Source: an optimization exercise on an open RTL-to-GDS flow (aim: small area, a short achievable clock period and few clock cycles per item). Production flows keep margins and buffers that such runs may drop.
RTL that was checked went through simulation tests only; none was proved equivalent to the original.

## run a
==> module fpu_pipe_wrap, before the edit <==
module fpu_pipe_wrap #(
  parameter int TAG_W = 4
) (
  input  logic             clk,
  input  logic             rst,
  input  logic             in_valid,
  output logic             in_ready,
  input  logic [1:0]       in_opcode,
  input  logic             in_fmt,
  input  logic [31:0]      in_x,
  input  logic [31:0]      in_y,
  input  logic [TAG_W-1:0] in_tag,
  output logic             out_valid,
  input  logic             out_ready,
  output logic [31:0]      out_r,
  output logic [TAG_W-1:0] out_tag
);
  logic v, adv;
  assign adv       = !v || out_ready;
  assign in_ready  = !rst && adv;
  assign out_valid = v;
  always_ff @(posedge clk) begin
    if (rst)      v <= 1'b0;
    else if (adv) v <= in_valid;
  end
  logic [7:0]  ex, ey, d;
  logic [8:0]  dxy;
  logic        y_gt, e_eq, sub, near;
  logic [23:0] mx, my, mbig, msml;
  logic [26:0] sh;
  logic [27:0] r_far, r_near, r_add;
  logic [24:0] n_xy, n_yx;
  logic        s_add;
  logic [7:0]  emax;
  assign ex   = in_x[30:23];
  assign ey   = in_y[30:23];
  assign mx   = (ex != 8'd0) ? {1'b1, in_x[22:0]} : 24'd0;
  assign my   = (ey != 8'd0) ? {1'b1, in_y[22:0]} : 24'd0;
  assign dxy  = {1'b0, ex} - {1'b0, ey};
  assign y_gt = dxy[8];
  assign e_eq = (ex == ey);
  assign d    = y_gt ? ey - ex : dxy[7:0];
  assign mbig = y_gt ? my : mx;
  assign msml = y_gt ? mx : my;
  assign emax = y_gt ? ey : ex;
  assign sub  = in_x[31] ^ in_y[31];
  always_comb begin
    logic [26:0] t;
    t = {msml, 3'b000};
    for (int k = 0; k < 5; k++) begin
      if (d[k]) t = (t >> (1 << k)) | {26'd0, |(t & ((27'd1 << (1 << k)) - 27'd1))};
    end
    if (d[7:5] != 3'd0) t = {26'd0, |msml};
    sh = t;
  end
  assign r_far  = sub ? {1'b0, {mbig, 3'b000} - sh} : {1'b0, mbig, 3'b000} + {1'b0, sh};
  assign n_xy   = {1'b0, mx} - {1'b0, my};
  assign n_yx   = {1'b0, my} - {1'b0, mx};
  assign near   = e_eq && sub;
  assign r_near = {1'b0, n_xy[24] ? n_yx[23:0] : n_xy[23:0], 3'b000};
  assign r_add  = near ? r_near : r_far;
  assign s_add  = near ? (n_xy[24] ? in_y[31] : in_x[31]) : (y_gt ? in_y[31] : in_x[31]);
  logic [47:0] pa, pb, p;
  logic [27:0] r_mul;
  fpu_mul24_cs u_mul (
    .a  ({1'b1, in_x[22:0]}),
    .b  ({1'b1, in_y[22:0]}),
    .ra (pa),
    .rb (pb)
  );
  logic [20:0] ylow;
  logic        st_mul;
  always_comb begin
    ylow[0] = in_y[0];
    for (int k = 1; k < 21; k++) ylow[k] = ylow[k-1] | in_y[k];
    st_mul = 1'b0;
    for (int i = 0; i < 21; i++) st_mul = st_mul | (in_x[i] & ylow[20-i]);
  end
  assign p     = pa + pb;
  assign r_mul = {p[47:21], st_mul};
  logic        is_mul, qnan1, zero1, s1;
  logic [9:0]  e1;
  logic [27:0] r1;
  assign is_mul = in_opcode[0];
  assign qnan1  = in_fmt || in_opcode[1] || ex == 8'hFF || ey == 8'hFF;
  assign zero1  = is_mul && (ex == 8'h00 || ey == 8'h00);
  assign s1     = is_mul ? in_x[31] ^ in_y[31] : s_add;
  assign e1     = is_mul ? {2'b00, ex} + {2'b00, ey} - 10'd126 : {2'b00, emax} + 10'd1;
  assign r1     = is_mul ? r_mul : r_add;
  logic             q_qnan, q_zero, q_s;
  logic [9:0]       q_e;
  logic [27:0]      q_r;
  logic [TAG_W-1:0] q_tag;
  always_ff @(posedge clk) begin
    if (adv) begin
      q_qnan <= qnan1;
      q_zero <= zero1;
      q_s    <= s1;
      q_e    <= e1;
      q_r    <= r1;
      q_tag  <= in_tag;
    end
  end
  logic [4:0]  lz;
  logic [27:0] n16, n8, n4, n2, nr;
  logic [26:0] m;
  logic        up, ovf, r_zero, inf, uf;
  logic [23:0] inc;
  logic [22:0] frac;
  logic [7:0]  e_lz, e_out;
  logic [31:0] zv;
  logic [15:0] z1, c1;
  logic [7:0]  z2;
  logic [1:0]  c2 [8];
  logic [3:0]  z3;
  logic [2:0]  c3 [4];
  logic [1:0]  z4;
  logic [3:0]  c4 [2];
  assign zv = {q_r, 4'hF};
  always_comb begin
    for (int g = 0; g < 16; g++) begin
      z1[g] = !zv[2*g+1] && !zv[2*g];
      c1[g] = !zv[2*g+1];
    end
    for (int g = 0; g < 8; g++) begin
      z2[g] = z1[2*g+1] && z1[2*g];
      c2[g] = z1[2*g+1] ? {1'b1, c1[2*g]} : {1'b0, c1[2*g+1]};
    end
    for (int g = 0; g < 4; g++) begin
      z3[g] = z2[2*g+1] && z2[2*g];
      c3[g] = z2[2*g+1] ? {1'b1, c2[2*g]} : {1'b0, c2[2*g+1]};
    end
    for (int g = 0; g < 2; g++) begin
      z4[g] = z3[2*g+1] && z3[2*g];
      c4[g] = z3[2*g+1] ? {1'b1, c3[2*g]} : {1'b0, c3[2*g+1]};
    end
    lz = z4[1] ? {1'b1, c4[0]} : {1'b0, c4[1]};
  end
  assign n16    = lz[4] ? {q_r[11:0], 16'd0} : q_r;
  assign n8     = lz[3] ? {n16[19:0], 8'd0} : n16;
  assign n4     = lz[2] ? {n8[23:0], 4'd0} : n8;
  assign n2     = lz[1] ? {n4[25:0], 2'd0} : n4;
  assign nr     = lz[0] ? {n2[26:0], 1'b0} : n2;
  assign m      = {nr[27:2], nr[1] | nr[0]};
  assign r_zero = (q_r == 28'd0);
  assign up   = m[2] && (m[1] || m[0] || m[3]);
  assign inc  = m[26:3] + 24'd1;
  assign ovf  = up && (&m[26:3]);
  assign frac = up ? inc[22:0] : m[25:3];
  logic       qe_pos, qe_ge254, qe_ge255, qe_ge256, qe_small;
  assign qe_pos   = !q_e[9];
  assign qe_ge254 = qe_pos && (q_e[8] || q_e[7:0] >= 8'd254);
  assign qe_ge255 = qe_pos && (q_e[8] || q_e[7:0] == 8'd255);
  assign qe_ge256 = qe_pos && q_e[8];
  assign inf = q_r[27] ? (ovf ? qe_ge254 : qe_ge255)
             : q_r[26] ? (ovf ? qe_ge255 : qe_ge256)
             : 1'b0;
  assign qe_small = qe_pos && (q_e[8:5] == 4'd0);
  assign uf = q_e[9] || (qe_small && (ovf ? q_e[4:0] < lz : q_e[4:0] <= lz));
  assign e_lz  = q_e[7:0] - {3'd0, lz};
  assign e_out = e_lz + {7'd0, ovf};
  always_comb begin
    if (q_qnan)      out_r = 32'h7FC0_0000;
    else if (q_zero) out_r = {q_s, 31'd0};
    else if (r_zero) out_r = 32'd0;
    else if (inf)    out_r = {q_s, 8'hFF, 23'd0};
    else if (uf)     out_r = {q_s, 31'd0};
    else             out_r = {q_s, e_out, frac};
  end
  assign out_tag = q_tag;
endmodule
Settings: LEC_CHECK=0, CAP_MARGIN=20, CORE_MARGIN=2, CORE_UTILIZATION=40, SLEW_MARGIN=20; clock period 32.0 ns.
standard.sh (not shown) runs the stock make flow with config.mk's settings and CLKGATE_MAP_FILE= SYNTH_SCRIPT=/design/flow/synth_recipe.tcl, a recipe that flattens the netlist after the stock synthesis.
==> flow/flow/run.sh <==
#!/bin/bash
# Own layout flow: the standard ORFS flow (standard.sh) with stronger timing repair.
# The clock and the SDC are the design's; only the resizer's setup target is raised
# (SETUP_SLACK_MARGIN), so repair_timing works on the longest paths until their slack
# is that far above zero, and the ports get stronger buffers (BUFFER_PORTS_ARGS).
# Every tool's output goes to a log file in this folder.
set -e
export SETUP_SLACK_MARGIN=18.8
export TNS_END_PERCENT=10
export BUFFER_PORTS_ARGS="-buffer_cell sky130_fd_sc_hd__buf_2"
bash standard.sh > standard_flow.log 2>&1
[inputs] run b vs run a
diff --git a/flow/design.v b/flow/design.v
--- a/flow/design.v
+++ b/flow/design.v
@@ -118,45 +118,39 @@
     if (rst)      v <= 1'b0;
     else if (adv) v <= in_valid;
   end
   logic [7:0]  ex, ey, d;
   logic [8:0]  dxy;
-  logic        y_gt, e_eq, sub, near;
+  logic        y_gt, x_lt, sub;
   logic [23:0] mx, my, mbig, msml;
   logic [26:0] sh;
-  logic [27:0] r_far, r_near, r_add;
-  logic [24:0] n_xy, n_yx;
+  logic [27:0] r_add;
   logic        s_add;
   logic [7:0]  emax;
   assign ex   = in_x[30:23];
   assign ey   = in_y[30:23];
   assign mx   = (ex != 8'd0) ? {1'b1, in_x[22:0]} : 24'd0;
   assign my   = (ey != 8'd0) ? {1'b1, in_y[22:0]} : 24'd0;
   assign dxy  = {1'b0, ex} - {1'b0, ey};
   assign y_gt = dxy[8];
-  assign e_eq = (ex == ey);
   assign d    = y_gt ? ey - ex : dxy[7:0];
-  assign mbig = y_gt ? my : mx;
-  assign msml = y_gt ? mx : my;
+  assign x_lt = in_x[30:0] < in_y[30:0];
+  assign mbig = x_lt ? my : mx;
+  assign msml = x_lt ? mx : my;
   assign emax = y_gt ? ey : ex;
+  assign s_add = x_lt ? in_y[31] : in_x[31];
   assign sub  = in_x[31] ^ in_y[31];
   always_comb begin
     logic [26:0] t;
     t = {msml, 3'b000};
     for (int k = 0; k < 5; k++) begin
       if (d[k]) t = (t >> (1 << k)) | {26'd0, |(t & ((27'd1 << (1 << k)) - 27'd1))};
     end
     if (d[7:5] != 3'd0) t = {26'd0, |msml};
     sh = t;
   end
-  assign r_far  = sub ? {1'b0, {mbig, 3'b000} - sh} : {1'b0, mbig, 3'b000} + {1'b0, sh};
-  assign n_xy   = {1'b0, mx} - {1'b0, my};
-  assign n_yx   = {1'b0, my} - {1'b0, mx};
-  assign near   = e_eq && sub;
-  assign r_near = {1'b0, n_xy[24] ? n_yx[23:0] : n_xy[23:0], 3'b000};
-  assign r_add  = near ? r_near : r_far;
-  assign s_add  = near ? (n_xy[24] ? in_y[31] : in_x[31]) : (y_gt ? in_y[31] : in_x[31]);
+  assign r_add = sub ? {1'b0, {mbig, 3'b000} - sh} : {1'b0, mbig, 3'b000} + {1'b0, sh};
   logic [47:0] pa, pb, p;
   logic [27:0] r_mul;
   fpu_mul24_cs u_mul (
     .a  ({1'b1, in_x[22:0]}),
     .b  ({1'b1, in_y[22:0]}),
==> notes.md <==
- Detailed placement HPWL, run b vs run a: down by a few percent
- Any difference in post-route fraction of the period consumed by the critical path between run a and run b is small enough to ignore.
- Of run a and run b, the lower number of multi-input combinational cells in the layout belongs to run b.
- Area added between synthesis and finish up 3.8 points in run b wrt run a
- Run b against run a: worst-case setup margin in the final layout shows an increase of 20 ps; shortest clock period the worst path allows after layout shows a reduction of 20 ps; final non-filler cell area shows a reduction of 1.5%; number of fillers in the final layout shows a reduction of 455.
- Between run b and run a, it is run b whose placeable core area is lower, by 4.5%.
Testbench counts of run b, summed over its fixed seeds: cycles 32,008, items 32,000.
Function not checked in run a: the RTL went through the layout flow alone.

==> afterwards: timing with drivers on the ports <==
In the flow no input, the clock included, has a driving cell. The finished layouts below were timed again as built, in two steps. Step 1 (the two cells are an assumption about what drives the block):
set clk [get_ports {clk}]
set_driving_cell -lib_cell sky130_fd_sc_hd__clkbuf_16 $clk
set_driving_cell -lib_cell sky130_fd_sc_hd__buf_2 [delete_from_list [all_inputs] $clk]
Step 2 also shifts input and output timing later by t, the mid clock arrival at the registers, as if the neighbouring blocks saw the same clock. Three values: no drivers, after step 1, after step 2; two values: the first two.
run | t (ns) | slack for setup (ns) | latest minus earliest clock arrival (ns) | worst data-port slew with drivers (ns)
run a | 0.332 | 18.785 / 18.763 / 18.654 | 0.009 / 0.010 | 0.05
run b | 0.342 | 18.805 / 18.773 / 18.544 | 0.010 / 0.010 | 0.16
After both steps every run listed still meets setup and hold. For run b, which loses most, drivers alone change the setup slack by -0.032 ns; drivers and shift together by -0.261 ns.
